Background: an optimization exercise with open tools, aiming at small area, a short achievable clock period and few clock cycles. Do not read the settings as production practice. Function was checked by simulation only, so behaviour that the tests miss may differ from the original. Power and IR drop assume default switching activity.

==> inputs of run D <==
==> flow/design.v (excerpt) <==
module bitmap_page_allocator_top
(
    input  wire logic                clk,
    input  wire logic                rst_n,
    input  wire logic                in_valid,
    output logic                     in_ready,
    input  wire logic [bpa_pkg::KIND_W-1:0]   kind,
    input  wire logic [bpa_pkg::PAGE_W-1:0]   page,
    output logic                     out_valid,
    input  wire logic                out_ready,
    output logic [bpa_pkg::STATUS_W-1:0]      status,
    output logic [bpa_pkg::PAGE_W-1:0]        alloc_page,
    output logic [bpa_pkg::COUNT_W-1:0]       free_pages,
    input  wire logic                cfg_valid,
    output logic                     cfg_ready,
    input  wire logic                cfg_index,
    input  wire logic [bpa_pkg::COUNT_W-1:0]  cfg_data
);
clock: 5.0 ns
lec_check: 0
cap_margin: 20
core_margin: 2
core_utilization: 40
slew_margin: 20
run.sh (not shown) runs the stock make flow with config.mk's settings and CLKGATE_MAP_FILE= SYNTH_SCRIPT=/design/flow/synth_recipe.tcl, a recipe that flattens the netlist after the stock synthesis.
==> run A (differences from run D) <==
--- a/flow/design.v
+++ b/flow/design.v
@@ -20,32 +20,35 @@
 module bpa_dp
 (
     input  wire logic                                  clk,
     input  wire logic [bpa_pkg::MAP_ROWS-1:0]          row_hold,
     input  wire logic [bpa_pkg::MAP_ROWS-1:0]          row_wr,
     input  wire logic [bpa_pkg::ROW_BITS-1:0]          wr_data,
+    input  wire logic                                  wr_data_nz,
     input  wire logic [bpa_pkg::MAP_ROWS-1:0]          rd_sel,
     output logic      [bpa_pkg::MAP_ROWS-1:0]          row_nz,
     output logic      [bpa_pkg::ROW_BITS-1:0]          rd_data
 );
     logic [ROW_BITS-1:0] map_q [MAP_ROWS];
+    logic [MAP_ROWS-1:0] nz_q;
     always_ff @(posedge clk)
     begin
         for (int r = 0; r < MAP_ROWS; r++)
         begin
             map_q[r] <= (map_q[r] & {ROW_BITS{row_hold[r]}}) |
                         (wr_data & {ROW_BITS{row_wr[r]}});
         end
-    end
+        nz_q <= (nz_q & row_hold) | (row_wr & {MAP_ROWS{wr_data_nz}});
+    end
+    assign row_nz = nz_q;
     always_comb
     begin
         rd_data = '0;
         for (int r = 0; r < MAP_ROWS; r++)
         begin
-            row_nz[r] = |map_q[r];
-            rd_data   = rd_data | (map_q[r] & {ROW_BITS{rd_sel[r]}});
+            rd_data = rd_data | (map_q[r] & {ROW_BITS{rd_sel[r]}});
         end
     end
 endmodule
 `default_nettype wire
 `default_nettype none
 import bpa_pkg::*;
@@ -69,25 +72,25 @@
 );
     localparam int R  = MAP_ROWS;
     localparam int W  = ROW_BITS;
     localparam int RB = $clog2(R);
     localparam int WB = $clog2(W);
     logic [PAGE_W-1:0]  first_q;
-    logic [COUNT_W-1:0] pcount_q;
+    logic [COUNT_W-1:0] lim_q;       
     assign cfg_ready = 1'b1;
     always_ff @(posedge clk or negedge rst_n)
     begin
         if (!rst_n)
         begin
             first_q  <= PAGE_W'(1);
-            pcount_q <= COUNT_W'(512);
+            lim_q    <= COUNT_W'(512);
         end
         else if (cfg_valid)
         begin
             if (cfg_index)
-                pcount_q <= cfg_data;
+                lim_q    <= cfg_data[COUNT_W-1] ? COUNT_W'(512) : cfg_data;
             else
                 first_q  <= cfg_data[PAGE_W-1:0];
         end
     end
     logic                clr_q;
     logic [1:0]          ph_q;
@@ -98,17 +101,19 @@
     logic [R-1:0] row_hold;
     logic [R-1:0] row_wr;
     logic [W-1:0] wr_data;
     logic [R-1:0] row_nz;
     logic [R-1:0] first_row;
     logic [W-1:0] rd_data;
+    logic         wr_data_nz;
     bpa_dp u_dp (
         .clk      (clk),
         .row_hold (row_hold),
         .row_wr   (row_wr),
         .wr_data  (wr_data),
+        .wr_data_nz (wr_data_nz),
         .rd_sel   (first_row),
         .row_nz   (row_nz),
         .rd_data  (rd_data)
     );
     logic [COUNT_W-1:0] limit;
     logic               nonempty;
@@ -117,13 +122,13 @@
     logic [WB-1:0]      f_col;
     logic [RB:0]        l_row;
     logic [WB-1:0]      l_col;
     logic               need1, need2;
     logic [R-1:0]       row_in;
     logic [W-1:0]       f_suffix, l_prefix, mask1;
-    assign limit    = pcount_q[COUNT_W-1] ? COUNT_W'(512) : pcount_q;
+    assign limit    = lim_q;
     assign nonempty = (COUNT_W'(first_q) < limit);
     assign init_cnt = nonempty ? (limit - COUNT_W'(first_q)) : '0;
     assign f_row    = first_q[PAGE_W-1:WB];
     assign f_col    = first_q[WB-1:0];
     assign l_row    = limit[COUNT_W-1:WB];
     assign l_col    = limit[WB-1:0];
@@ -150,18 +155,19 @@
     assign ph2      = (ph_q == 2'd2);
     assign in_ready = !clr_q && (ph_q == 2'd0) && (!ov_q || out_ready);
     assign acc      = in_valid && in_ready;
     assign is_alloc = acc && (kind == KIND_ALLOC);
     assign is_free  = acc && (kind == KIND_FREE);
     assign is_init  = acc && (kind == KIND_INIT);
-    assign bad      = !pcount_q[COUNT_W-1] && (COUNT_W'(page) >= pcount_q);
+    assign bad      = (COUNT_W'(page) >= lim_q);
     assign free_ok  = is_free && !bad;
     logic [R-1:0] row_pre;
     logic [W-1:0] bit_pre;
     logic [W-1:0] low_bit;
     logic [W-1:0] alloc_data;
+    logic         alloc_data_nz;
     logic         any_free;
     logic         cnt_nz;
     logic [RB-1:0] first_row_idx;
     logic [WB-1:0] low_bit_idx;
     function automatic logic [R-1:0] prefix_r(input logic [R-1:0] v);
         logic [R-1:0] p;
@@ -183,12 +189,13 @@
     begin
         row_pre    = prefix_r(row_nz);
         first_row  = row_nz & ~row_pre;
         bit_pre    = prefix_w(rd_data);
         low_bit    = rd_data & ~bit_pre;
         alloc_data = rd_data & bit_pre;
+        alloc_data_nz = |alloc_data;
         first_row_idx = '0;
         for (int g = 0; g < R; g++)
             if (first_row[g]) first_row_idx = first_row_idx | RB'(g);
         low_bit_idx = '0;
         for (int j = 0; j < W; j++)
             if (low_bit[j]) low_bit_idx = low_bit_idx | WB'(j);
@@ -213,12 +220,13 @@
             row_wr[g]   = (is_init && row_in[g]) ||
                           (free_ok && page_row[g]) ||
                           (is_alloc && cnt_nz && first_row[g]) ||
                           (ph1 && (int'(f_row) == g)) ||
                           (ph2 && (int'(l_row) == g));
         end
+        wr_data_nz = is_alloc ? alloc_data_nz : 1'b1;
         if (is_alloc)
             wr_data = alloc_data;
         else if (is_free)
             wr_data = page_col;
         else if (is_init)
             wr_data = '1;
@@ -258,13 +266,13 @@
             else if (out_ready)
                 ov_q <= 1'b0;
         end
     end
     always_ff @(posedge clk)
     begin
-        if (respond)
+        if (acc)
         begin
             st_q <= (is_alloc && !found) ? ST_NO_FREE :
                     (is_free && bad)     ? ST_BAD_PAGE : ST_OK;
             pg_q <= found ? {first_row_idx, low_bit_idx} : '0;
         end
     end
==> run E (differences from run D) <==
==> flow/design.v (replaced) <==
`default_nettype none
package bpa_pkg;
    localparam int MAP_ROWS = 16;
    localparam int ROW_BITS = 32;
    localparam int KIND_W   = 2;
    localparam int PAGE_W   = 9;
    localparam int COUNT_W  = 10;
    localparam int STATUS_W = 2;
    localparam logic [KIND_W-1:0] KIND_ALLOC = 2'd0;
    localparam logic [KIND_W-1:0] KIND_FREE  = 2'd1;
    localparam logic [KIND_W-1:0] KIND_INIT  = 2'd2;
    localparam logic [STATUS_W-1:0] ST_OK       = 2'd0;
    localparam logic [STATUS_W-1:0] ST_NO_FREE  = 2'd1;
    localparam logic [STATUS_W-1:0] ST_BAD_PAGE = 2'd2;
    localparam logic [COUNT_W-1:0] TOTAL_MAX = 10'd1023;
endpackage
`default_nettype wire
`default_nettype none
import bpa_pkg::*;
module bpa_dp
(
    input  wire logic                                  clk,
    input  wire logic [bpa_pkg::MAP_ROWS-1:0]          row_hold,
    input  wire logic [bpa_pkg::MAP_ROWS-1:0]          row_wr,
    input  wire logic [bpa_pkg::ROW_BITS-1:0]          wr_data,
    input  wire logic                                  wr_data_nz,
    input  wire logic [bpa_pkg::MAP_ROWS-1:0]          rd_sel,
    output logic      [bpa_pkg::MAP_ROWS-1:0]          row_nz,
    output logic      [bpa_pkg::ROW_BITS-1:0]          rd_data
);
    logic [ROW_BITS-1:0] map_q [MAP_ROWS];
    logic [MAP_ROWS-1:0] nz_q;
    always_ff @(posedge clk)
    begin
        for (int r = 0; r < MAP_ROWS; r++)
        begin
            map_q[r] <= (map_q[r] & {ROW_BITS{row_hold[r]}}) |
                        (wr_data & {ROW_BITS{row_wr[r]}});
        end
        nz_q <= (nz_q & row_hold) | (row_wr & {MAP_ROWS{wr_data_nz}});
    end
    assign row_nz = nz_q;
    always_comb
    begin
        rd_data = '0;
        for (int r = 0; r < MAP_ROWS; r++)
        begin
            rd_data = rd_data | (map_q[r] & {ROW_BITS{rd_sel[r]}});
        end
    end
endmodule
`default_nettype wire
`default_nettype none
import bpa_pkg::*;
module bitmap_page_allocator_top
(
    input  wire logic                clk,
    input  wire logic                rst_n,
    input  wire logic                in_valid,
    output logic                     in_ready,
    input  wire logic [bpa_pkg::KIND_W-1:0]   kind,
    input  wire logic [bpa_pkg::PAGE_W-1:0]   page,
    output logic                     out_valid,
    input  wire logic                out_ready,
    output logic [bpa_pkg::STATUS_W-1:0]      status,
    output logic [bpa_pkg::PAGE_W-1:0]        alloc_page,
    output logic [bpa_pkg::COUNT_W-1:0]       free_pages,
    input  wire logic                cfg_valid,
    output logic                     cfg_ready,
    input  wire logic                cfg_index,
    input  wire logic [bpa_pkg::COUNT_W-1:0]  cfg_data
);
    localparam int R  = MAP_ROWS;
    localparam int W  = ROW_BITS;
    localparam int RB = $clog2(R);
    localparam int WB = $clog2(W);
    logic [PAGE_W-1:0]  first_q;
    logic [COUNT_W-1:0] lim_q;
    assign cfg_ready = 1'b1;
    always_ff @(posedge clk or negedge rst_n)
    begin
        if (!rst_n)
        begin
            first_q <= PAGE_W'(1);
            lim_q   <= COUNT_W'(512);
        end
        else if (cfg_valid)
        begin
            if (cfg_index)
                lim_q   <= cfg_data[COUNT_W-1] ? COUNT_W'(512) : cfg_data;
            else
                first_q <= cfg_data[PAGE_W-1:0];
        end
    end
    logic                clr_q;
    logic [1:0]          ph_q;
    logic [COUNT_W-1:0]  cnt_q;
    logic                ov_q;
    logic [STATUS_W-1:0] st_q;
    logic [PAGE_W-1:0]   pg_q;
    logic [W-1:0]        fw_q;      
    logic [R-1:0]        fr_q;      
    logic [R-1:0] row_hold;
    logic [R-1:0] row_wr;
    logic [W-1:0] wr_data;
    logic         wr_data_nz;
    logic [R-1:0] row_nz;
    logic [R-1:0] next_row;
    logic [W-1:0] rd_data;
    bpa_dp u_dp (
        .clk        (clk),
        .row_hold   (row_hold),
        .row_wr     (row_wr),
        .wr_data    (wr_data),
        .wr_data_nz (wr_data_nz),
        .rd_sel     (next_row),
        .row_nz     (row_nz),
        .rd_data    (rd_data)
    );
    logic               nonempty;
    logic [COUNT_W-1:0] init_cnt;
    logic [RB-1:0]      f_row;
    logic [WB-1:0]      f_col;
    logic [RB:0]        l_row;
    logic [WB-1:0]      l_col;
    logic               same_row;
    logic               need1, need2;
    logic [R-1:0]       row_in;
    logic [R-1:0]       f_row_oh;
    logic [W-1:0]       f_suffix, l_prefix, mask1;
    assign nonempty = (COUNT_W'(first_q) < lim_q);
    assign init_cnt = nonempty ? (lim_q - COUNT_W'(first_q)) : '0;
    assign f_row    = first_q[PAGE_W-1:WB];
    assign f_col    = first_q[WB-1:0];
    assign l_row    = lim_q[COUNT_W-1:WB];
    assign l_col    = lim_q[WB-1:0];
    assign same_row = ({1'b0, f_row} == l_row);
    assign need1    = nonempty && (f_col != '0);
    assign need2    = nonempty && (l_col != '0) && !(same_row && (f_col != '0));
    always_comb
    begin
        for (int g = 0; g < R; g++)
        begin
            row_in[g]   = (g > int'(f_row) || (g == int'(f_row) && f_col == '0)) &&
                          (g < int'(l_row));
            f_row_oh[g] = (g == int'(f_row));
        end
        for (int j = 0; j < W; j++)
        begin
            f_suffix[j] = (WB'(j) >= f_col);
            l_prefix[j] = (WB'(j) < l_col);
        end
        mask1 = f_suffix & (same_row ? l_prefix : '1);
    end
    logic acc, is_alloc, is_free, is_init, bad, free_ok, respond;
    logic ph1, ph2;
    assign ph1      = (ph_q == 2'd1);
    assign ph2      = (ph_q == 2'd2);
    assign in_ready = !clr_q && (ph_q == 2'd0) && (!ov_q || out_ready);
    assign acc      = in_valid && in_ready;
    assign is_alloc = acc && (kind == KIND_ALLOC);
    assign is_free  = acc && (kind == KIND_FREE);
    assign is_init  = acc && (kind == KIND_INIT);
    assign bad      = (COUNT_W'(page) >= lim_q);
    assign free_ok  = is_free && !bad;
    function automatic logic [R-1:0] prefix_r(input logic [R-1:0] v);
        logic [R-1:0] p;
        p = v;
        for (int s = 1; s < R; s = s * 2)
            for (int i = R - 1; i >= 0; i--)
                if (i >= s) p[i] = p[i] | p[i-s];
        prefix_r = {p[R-2:0], 1'b0};
    endfunction
    function automatic logic [W-1:0] prefix_w(input logic [W-1:0] v);
        logic [W-1:0] p;
        p = v;
        for (int s = 1; s < W; s = s * 2)
            for (int i = W - 1; i >= 0; i--)
                if (i >= s) p[i] = p[i] | p[i-s];
        prefix_w = {p[W-2:0], 1'b0};
    endfunction
    logic [W-1:0]  bit_pre;
    logic [W-1:0]  low_bit;
    logic [W-1:0]  alloc_data;
    logic          alloc_data_nz;
    logic [R-1:0]  above;
    logic          any_free;
    logic          cnt_nz;
    logic          alloc_go;
    logic          found;
    logic [RB-1:0] fr_idx;
    logic [WB-1:0] low_idx;
    always_comb
    begin
        bit_pre       = prefix_w(fw_q);
        low_bit       = fw_q & ~bit_pre;
        alloc_data    = fw_q & bit_pre;
        alloc_data_nz = |alloc_data;
        above         = row_nz & ~fr_q;
        next_row      = above & ~prefix_r(above);
        fr_idx = '0;
        for (int g = 0; g < R; g++)
            if (fr_q[g]) fr_idx = fr_idx | RB'(g);
        low_idx = '0;
        for (int j = 0; j < W; j++)
            if (low_bit[j]) low_idx = low_idx | WB'(j);
    end
    assign any_free = |row_nz;
    assign cnt_nz   = (cnt_q != '0);
    assign alloc_go = is_alloc && cnt_nz;
    assign found    = alloc_go && any_free;
    logic [R-1:0] page_row;
    logic [W-1:0] page_col;
    logic         page_below, page_same;
    always_comb
    begin
        for (int g = 0; g < R; g++)
            page_row[g] = (page[PAGE_W-1:WB] == RB'(g));
        for (int j = 0; j < W; j++)
            page_col[j] = (page[WB-1:0] == WB'(j));
    end
    assign page_below = !any_free || (page[PAGE_W-1:WB] < fr_idx);
    assign page_same  = (page[PAGE_W-1:WB] == fr_idx);
    always_comb
    begin
        for (int g = 0; g < R; g++)
        begin
            row_hold[g] = !(clr_q || is_init || (alloc_go && fr_q[g]));
            row_wr[g]   = (is_init && row_in[g]) ||
                          (free_ok && page_row[g]) ||
                          (alloc_go && fr_q[g]) ||
                          (ph1 && f_row_oh[g]) ||
                          (ph2 && (int'(l_row) == g));
        end
        wr_data_nz = is_alloc ? alloc_data_nz : 1'b1;
        if (is_alloc)
            wr_data = alloc_data;
        else if (is_free)
            wr_data = page_col;
        else if (is_init)
            wr_data = '1;
        else if (ph1)
            wr_data = mask1;
        else
            wr_data = l_prefix;
    end
    always_ff @(posedge clk)
    begin
        if (clr_q)
        begin
            fw_q <= '0;
        end
        else if (is_init)
        begin
            fw_q <= nonempty ? mask1 : '0;
            fr_q <= f_row_oh;
        end
        else if (found)
        begin
            if (alloc_data_nz)
            begin
                fw_q <= alloc_data;
            end
            else
            begin
                fw_q <= rd_data;
                fr_q <= next_row;
            end
        end
        else if (free_ok)
        begin
            if (page_below)
            begin
                fw_q <= page_col;
                fr_q <= page_row;
            end
            else if (page_same)
            begin
                fw_q <= fw_q | page_col;
            end
        end
    end
    assign respond = (acc && !(is_init && (need1 || need2))) ||
                     (ph1 && !need2) || ph2;
    always_ff @(posedge clk or negedge rst_n)
    begin
        if (!rst_n)
        begin
            clr_q <= 1'b1;
            ph_q  <= 2'd0;
            cnt_q <= '0;
            ov_q  <= 1'b0;
        end
        else
        begin
            clr_q <= 1'b0;
            if (is_init)
                ph_q <= need1 ? 2'd1 : (need2 ? 2'd2 : 2'd0);
            else if (ph1)
                ph_q <= need2 ? 2'd2 : 2'd0;
            else if (ph2)
                ph_q <= 2'd0;
            if (found)
                cnt_q <= cnt_q - COUNT_W'(1);
            else if (free_ok && cnt_q != TOTAL_MAX)
                cnt_q <= cnt_q + COUNT_W'(1);
            else if (is_init)
                cnt_q <= init_cnt;
            if (respond)
                ov_q <= 1'b1;
            else if (out_ready)
                ov_q <= 1'b0;
        end
    end
    always_ff @(posedge clk)
    begin
        if (acc)
        begin
            st_q <= (is_alloc && !found) ? ST_NO_FREE :
                    (is_free && bad)     ? ST_BAD_PAGE : ST_OK;
            pg_q <= found ? {fr_idx, low_idx} : '0;
        end
    end
    assign out_valid  = ov_q;
    assign status     = st_q;
    assign alloc_page = pg_q;
    assign free_pages = cnt_q;
endmodule
`default_nettype wire
Settings changed: SETUP_SLACK_MARGIN set to 1.5.
==> run notes <==
Worst hold slack, lowest first: run A, run E, run D.
Run D finished but failed the layout checks on negative setup slack. Run E completed without violations. Run A finished with timing, DRC and antenna clean.
Clock power: run A is smaller than run E (7.6%).
Die area: run A < run D < run E.
The lowest clock-buffer cell count belongs to run D, the highest to run E.
Register-to-register slack, lowest first: run D, run A, run E.
Testbench counts of run D, summed over its fixed seeds: cycles 12,170.
Testbench counts of run A, summed over its fixed seeds: cycles 12,170.
Testbench counts of run E, summed over its fixed seeds: cycles 12,170.

[re-timing with driven ports]
Ports are ideal in the flow. The routed layouts listed here were re-timed in OpenROAD. Step 1, drivers: a clkbuf_16 drives clk and a buf_2 each remaining input, both assumed. Step 2 moves the port delays by t, midway between the first and last clock arrival at a register: inputs arrive t later, outputs are due t later. That takes back most of the time a late clock gives input paths. a / b / c = ideal / step 1 / step 2; a / b = the first two.
run | t, ns | setup WS [ns] | clock arrival spread, ns | worst register clock-pin slew, ns
run D | 0.707 | -0.024 / -0.024 / -0.024 | 0.040 / 0.040 | 0.07 / 0.07
run A | 0.669 | 0.200 / 0.200 / 0.200 | 0.037 / 0.037 | 0.07 / 0.07
run E | 0.664 | 1.512 / 1.512 / 0.973 | 0.031 / 0.032 | 0.07 / 0.07
The setup slack of run E, which loses most, moves by 0.000 ns with the drivers and by -0.539 ns with both steps.
